This design comes from an exercise in tuning for small area on the open sky130 flow, not from production work. The RTL was checked by simulation tests, not by an equivalence proof against the original design. Power is estimated from default activity; no workload was simulated.

## build 68
==> flow/design.v (excerpt) <==
module unlocker
(
    input  logic              clk,
    input  logic              arstN,
    input  logic              locker,
    input  logic              btn1,
    input  logic              btn2,
    input  logic              btn3,
    input  logic              btn4,
    input  logic              btn5,
    input  logic              switch1,
    input  logic [3:0]        inputCount,
    input  logic [unlockerPkg::digitW-1:0] userNameInput0,
    input  logic [unlockerPkg::digitW-1:0] userNameInput1,
    input  logic [unlockerPkg::digitW-1:0] userNameInput2,
    input  logic [unlockerPkg::digitW-1:0] userNameInput3,
    input  logic [unlockerPkg::digitW-1:0] passwordInput0,
    input  logic [unlockerPkg::digitW-1:0] passwordInput1,
    input  logic [unlockerPkg::digitW-1:0] passwordInput2,
    input  logic [unlockerPkg::digitW-1:0] passwordInput3,
    input  logic              flagResolve,
    output logic              lock,
    output logic              flag,
    output logic              flagSelect,
    output logic              resetCount
);
Size: ~50 I/O pins, about 11000 um2 of cells after synthesis.
==> flow/config.mk <==
export PLATFORM = sky130hd
export DESIGN_NAME = unlocker
export DESIGN_NICKNAME = unlocker
export VERILOG_FILES = /design/flow/design.v
export SDC_FILE = /design/flow/constraint.sdc
export NUM_CORES = 4
export LEC_CHECK = 0
export CAP_MARGIN = 20
export CORE_MARGIN = 2
export CORE_UTILIZATION = 80
export GPL_TIMING_DRIVEN = 1
export PLACE_DENSITY = 0.9
export SLEW_MARGIN = 20
==> flow/constraint.sdc <==
create_clock -name core_clock -period 10.0 [get_ports {clk}]
set_input_delay 2.0000 -clock core_clock [delete_from_list [all_inputs] [get_ports {clk}]]
set_output_delay 2.0000 -clock core_clock [all_outputs]
set_load 0.01 [all_outputs]
standard.sh (not shown) runs the stock make flow with config.mk's settings and CLKGATE_MAP_FILE= SYNTH_SCRIPT=/design/flow/synth_recipe.tcl, a recipe that flattens the netlist after the stock synthesis.
==> flow/flow/run.sh <==
#!/bin/bash
# The standard layout (standard.sh) with area-oriented settings:
#  - synthesis: synth_recipe.tcl with an area-oriented abc script (flow/synth.tcl, flow/area.abc)
#  - the smallest buffer (buf_1) on every port
#  - CTS with clkbuf_16 on clusters of up to 25 sinks and no dummy loads
set -euo pipefail
here=$(pwd)
export AREA_ABC_SCRIPT=$here/flow/area.abc
bash standard.sh \
  SYNTH_SCRIPT=$here/flow/synth.tcl \
  BUFFER_PORTS_ARGS="-buffer_cell sky130_fd_sc_hd__buf_1" \
  CTS_ARGS="-sink_clustering_enable -repair_clock_nets -sink_clustering_size 30 -sink_clustering_max_diameter 100 -buf_list sky130_fd_sc_hd__clkbuf_16 -dont_use_dummy_load" \
  finish > standard.log 2>&1
==> flow/flow/area.abc <==
strash
&get -n
&dch
&nf -R 1000 -a
&put
==> flow/flow/synth.tcl <==
# synth_recipe.tcl with one change: abc maps with this flow's area script (flow/area.abc).
# Registers are mapped by dfflibmap before abc, so they are the standard synthesis's.
proc synth {args} { yosys synth -nofsm -noshare {*}$args }
proc abc {args} {
  set i [lsearch -exact $args -script]
  if { $i >= 0 } {
    set args [lreplace $args $i [expr { $i + 1 }] -script $::env(AREA_ABC_SCRIPT)]
  }
  yosys abc {*}$args
}
source $::env(SCRIPTS_DIR)/synth.tcl
# left out here: clear keep_hierarchy, flatten, clean up, hide names made inside functions, write 1_2_yosys.v
Every stage of the flow completed for build 68, and the final layout passed the timing, DRC and antenna checks.
Input changes introduced in build 55 (baseline for comparison: build 68):
Settings: setting CTS_CLUSTER_DIAMETER to 50 for the first time; setting CTS_CLUSTER_SIZE to 15 for the first time; removing PLACE_DENSITY (formerly 0.9); changing CORE_UTILIZATION from 80 to 40; setting CTS_BUF_LIST to sky130_fd_sc_hd__clkbuf_8 for the first time; removing GPL_TIMING_DRIVEN (formerly 1).
==> flow/run.sh (new file) <==
#!/bin/bash
# synth_recipe.tcl (not shown) runs the flow's synth.tcl, then flattens the netlist and writes it again
# the make line also repeats each setting of config.mk as NAME=value (left out here)
make -C /OpenROAD-flow-scripts/flow DESIGN_CONFIG=/design/flow/config.mk WORK_HOME=/design/flow/orfs CLKGATE_MAP_FILE= SYNTH_SCRIPT=/design/flow/synth_recipe.tcl finish
removed: flow/flow/run.sh
removed: flow/flow/area.abc
removed: flow/flow/synth.tcl
removed: flow/standard.sh
- Summary of build 55 over build 68: power drawn by the clock network rose 33%; synthesized cell count rose 16.
- Net count of the finished layout essentially unchanged between build 68 and build 55.
- The cell with the largest stage delay on the worst path comes out a31o_1 in one run and and3_1 in the other, namely in build 55 and build 68 respectively.
- Core utilization ends up higher on build 68.
- Combinational family with the most area after synthesis: compound AO/OA/AOI/OAI gates -> build 68, simple AND/OR/NAND/NOR gates -> build 55
- Build 68 reports its last element of the critical path as curUser[1] while build 55 reports passwords[127].
- Build 55 vs build 68 — wire length dropped about 1.9%.
Inputs modified between build 55 and build 62:
Settings: removing CTS_BUF_LIST (formerly sky130_fd_sc_hd__clkbuf_8); removing CTS_CLUSTER_SIZE (formerly 15); changing CORE_UTILIZATION from 40 to 65; setting GPL_TIMING_DRIVEN to 0 for the first time; removing CTS_CLUSTER_DIAMETER (formerly 50); setting PLACE_DENSITY to 0.75 for the first time.
==> flow/flow/run.sh (new file) <==
#!/bin/bash
# The standard layout (standard.sh) with area-oriented settings:
#  - synthesis: synth_recipe.tcl with an area-oriented abc script (flow/synth.tcl, flow/area.abc)
#  - the smallest buffer (buf_1) on every port
#  - CTS with clkbuf_16 on clusters of up to 25 sinks and no dummy loads
set -euo pipefail
here=$(pwd)
export AREA_ABC_SCRIPT=$here/flow/area.abc
bash standard.sh \
  SYNTH_SCRIPT=$here/flow/synth.tcl \
  BUFFER_PORTS_ARGS="-buffer_cell sky130_fd_sc_hd__buf_1" \
  CTS_ARGS="-sink_clustering_enable -repair_clock_nets -sink_clustering_size 25 -sink_clustering_max_diameter 80 -buf_list sky130_fd_sc_hd__clkbuf_16 -dont_use_dummy_load" \
  finish > standard.log 2>&1
==> flow/flow/area.abc (new file) <==
strash
&get -n
&dch
&nf -R 1000 -a
&put
==> flow/flow/synth.tcl (new file) <==
# synth_recipe.tcl with one change: abc maps with this flow's area script (flow/area.abc).
# Registers are mapped by dfflibmap before abc, so they are the standard synthesis's.
proc synth {args} { yosys synth -nofsm -noshare {*}$args }
proc abc {args} {
  set i [lsearch -exact $args -script]
  if { $i >= 0 } {
    set args [lreplace $args $i [expr { $i + 1 }] -script $::env(AREA_ABC_SCRIPT)]
  }
  yosys abc {*}$args
}
source $::env(SCRIPTS_DIR)/synth.tcl
# left out here: clear keep_hierarchy, flatten, clean up, hide names made inside functions, write 1_2_yosys.v
==> flow/standard.sh (new file) <==
#!/bin/bash
# synth_recipe.tcl (not shown) runs the flow's synth.tcl, then flattens the netlist and writes it again
# the make line also repeats each setting of config.mk as NAME=value (left out here)
make -C /OpenROAD-flow-scripts/flow DESIGN_CONFIG=/design/flow/config.mk WORK_HOME=/design/flow/orfs CLKGATE_MAP_FILE= SYNTH_SCRIPT=/design/flow/synth_recipe.tcl "${@:-finish}"
removed: flow/run.sh
### Flow results
- Final design utilization came out higher on build 62 than on build 55.
- In build 62 the effective utilization at floorplan turned out 26 points higher than in build 55.
- Critical path depth delta for build 62 relative to build 55: 5 higher
Inputs modified between build 62 and build 19:
Settings: setting CTS_BUF_LIST to sky130_fd_sc_hd__clkbuf_16 for the first time; removing PLACE_DENSITY (formerly 0.75); removing GPL_TIMING_DRIVEN (formerly 0); setting CTS_CLUSTER_SIZE to 25 for the first time; setting CTS_CLUSTER_DIAMETER to 80 for the first time; changing CORE_UTILIZATION from 65 to 40.
==> flow/run.sh (new file) <==
#!/bin/bash
# synth_recipe.tcl (not shown) runs the flow's synth.tcl, then flattens the netlist and writes it again
# the make line also repeats each setting of config.mk as NAME=value (left out here)
make -C /OpenROAD-flow-scripts/flow DESIGN_CONFIG=/design/flow/config.mk WORK_HOME=/design/flow/orfs CLKGATE_MAP_FILE= SYNTH_SCRIPT=/design/flow/synth_recipe.tcl finish
removed: flow/flow/run.sh
removed: flow/flow/area.abc
removed: flow/flow/synth.tcl
removed: flow/standard.sh
## What came out
- Build 19 did not stop at any stage, and its layout met the timing, DRC and antenna checks.
- Switching part of the total is higher on build 19
- Build 19 against build 62: final-layout fill cell count went up 1384, worst-case setup margin in the final layout went up 1230 ps.
Setup changes, build 19 to build 34
Settings: CTS_BUF_LIST no longer set, was sky130_fd_sc_hd__clkbuf_16; CTS_CLUSTER_DIAMETER no longer set, was 80; CTS_CLUSTER_SIZE no longer set, was 25.
Findings:
Build 34 | status: complete | timing, DRC, antenna: pass. Changes observed in build 34 relative to build 19: layout-stage area growth over the synthesis result higher; worst setup slack now larger; maximum frequency now sits higher; aggregate routed wire length now larger. Build 19 -> build 34: placer congestion estimate delta 0, exact match. Build 19 → build 34: layout net count moved up, ratio of routed vias to standard cells moved down, part of the total power dissipated in combinational logic moved down, overall power moved up.
For build 74, these inputs were changed with respect to build 34:
Settings: putting PLACE_DENSITY at 0.9 where nothing was set; swapping 40 for 80 in CORE_UTILIZATION; putting GPL_TIMING_DRIVEN at 1 where nothing was set.
==> flow/flow/run.sh (new file) <==
#!/bin/bash
# The standard layout (standard.sh) with area-oriented settings:
#  - synthesis: synth_recipe.tcl with an area-oriented abc script (flow/synth.tcl, flow/area.abc)
#  - the smallest buffer (buf_1) on every port
#  - CTS with clkbuf_16 on clusters of up to 25 sinks and no dummy loads
set -euo pipefail
here=$(pwd)
export AREA_ABC_SCRIPT=$here/flow/area.abc
bash standard.sh \
  SYNTH_SCRIPT=$here/flow/synth.tcl \
  BUFFER_PORTS_ARGS="-buffer_cell sky130_fd_sc_hd__buf_1" \
  CTS_ARGS="-sink_clustering_enable -repair_clock_nets -sink_clustering_size 30 -sink_clustering_max_diameter 100 -buf_list sky130_fd_sc_hd__clkbuf_16 -root_buf sky130_fd_sc_hd__clkbuf_4 -tree_buf sky130_fd_sc_hd__clkbuf_8 -dont_use_dummy_load" \
  RECOVER_POWER=100 \
  POST_GLOBAL_ROUTE_TCL=$here/flow/post_grt.tcl \
  finish > standard.log 2>&1
==> flow/flow/area.abc (new file) <==
strash
&get -n
&dch
&nf -R 1000 -a
&put
==> flow/flow/post_grt.tcl (new file) <==
# After ORFS's power recovery (RECOVER_POWER), which downsizes cells on paths with slack
# to spare, repair any max-slew or max-capacitance violation it left, then re-route the
# nets that changed. Done twice.
for {set pass 0} {$pass < 2} {incr pass} {
  global_route -start_incremental
  if { $pass > 0 } {
    repair_timing -recover_power 100 -verbose
  }
  repair_design_helper
  detailed_placement
  global_route -end_incremental -congestion_report_file $::env(REPORTS_DIR)/congestion_post_area_repair_$pass.rpt
  estimate_parasitics -global_routing
}
report_check_types -max_slew -max_capacitance -violators
==> flow/flow/synth.tcl (new file) <==
# synth_recipe.tcl with one change: abc maps with this flow's area script (flow/area.abc).
# Registers are mapped by dfflibmap before abc, so they are the standard synthesis's.
proc synth {args} { yosys synth -nofsm -noshare {*}$args }
proc abc {args} {
  set i [lsearch -exact $args -script]
  if { $i >= 0 } {
    set args [lreplace $args $i [expr { $i + 1 }] -script $::env(AREA_ABC_SCRIPT)]
  }
  yosys abc {*}$args
}
source $::env(SCRIPTS_DIR)/synth.tcl
# left out here: clear keep_hierarchy, flatten, clean up, hide names made inside functions, write 1_2_yosys.v
==> flow/standard.sh (new file) <==
#!/bin/bash
# synth_recipe.tcl (not shown) runs the flow's synth.tcl, then flattens the netlist and writes it again
# the make line also repeats each setting of config.mk as NAME=value (left out here)
make -C /OpenROAD-flow-scripts/flow DESIGN_CONFIG=/design/flow/config.mk WORK_HOME=/design/flow/orfs CLKGATE_MAP_FILE= SYNTH_SCRIPT=/design/flow/synth_recipe.tcl "${@:-finish}"
removed: flow/run.sh
==> results.txt <==
Maximum frequency, build 34 and build 74: smaller value in build 74
Build 74 does worse than build 34 on final critical path time including I/O delays and setup.
For build 74, the worst setup path endpoint was curUser[1], unlike build 34, where it was passwords[118].
Compared with build 34, build 74 shows synthesized area per cell that has gone down by a few percent.
From build 34 to build 74 the numbers moved as follows: slack of the critical path moved down, total power consumption of the routed design shrank by about 23%, register-to-register slack moved down.

[port drivers added, routing unchanged]
Ports are ideal in the flow. The routed layouts listed here were re-timed in OpenROAD.
Step 1 (the two cells are an assumption about what drives the block):
set clk [get_ports {clk}]
set_driving_cell -lib_cell sky130_fd_sc_hd__clkbuf_16 $clk
set_driving_cell -lib_cell sky130_fd_sc_hd__buf_2 [delete_from_list [all_inputs] $clk]
Step 2 adds t to the input delays and takes it off the output delays; t is the mean of the earliest and latest rising clock arrival at the registers after step 1. Input paths then give back, and output paths get back, about the clock's delay inside the block.
Three values: ideal ports, drivers, drivers and shift; two values: the first two.
run	t, ns	setup WS [ns]	worst setup path after step 2	worst data-port slew with drivers (ns)	pins driven straight from the clock port
build 68	0.512	3.301 / 3.312 / 2.800	input to register	0.05	1
build 55	0.622	3.946 / 3.964 / 3.342	input to register	0.04	1
build 62	0.516	2.600 / 2.614 / 2.098	input to register	0.03	1
build 19	0.528	3.827 / 3.850 / 3.322	input to register	0.04	1
build 34	0.579	3.893 / 3.918 / 3.339	input to register	0.04	1
build 74	0.651	2.798 / 2.814 / 2.164	input to register	0.05	1
After both steps every run listed still meets setup and hold. For build 74, which loses most, drivers alone change the setup slack by +0.016 ns; drivers and shift together by -0.634 ns.
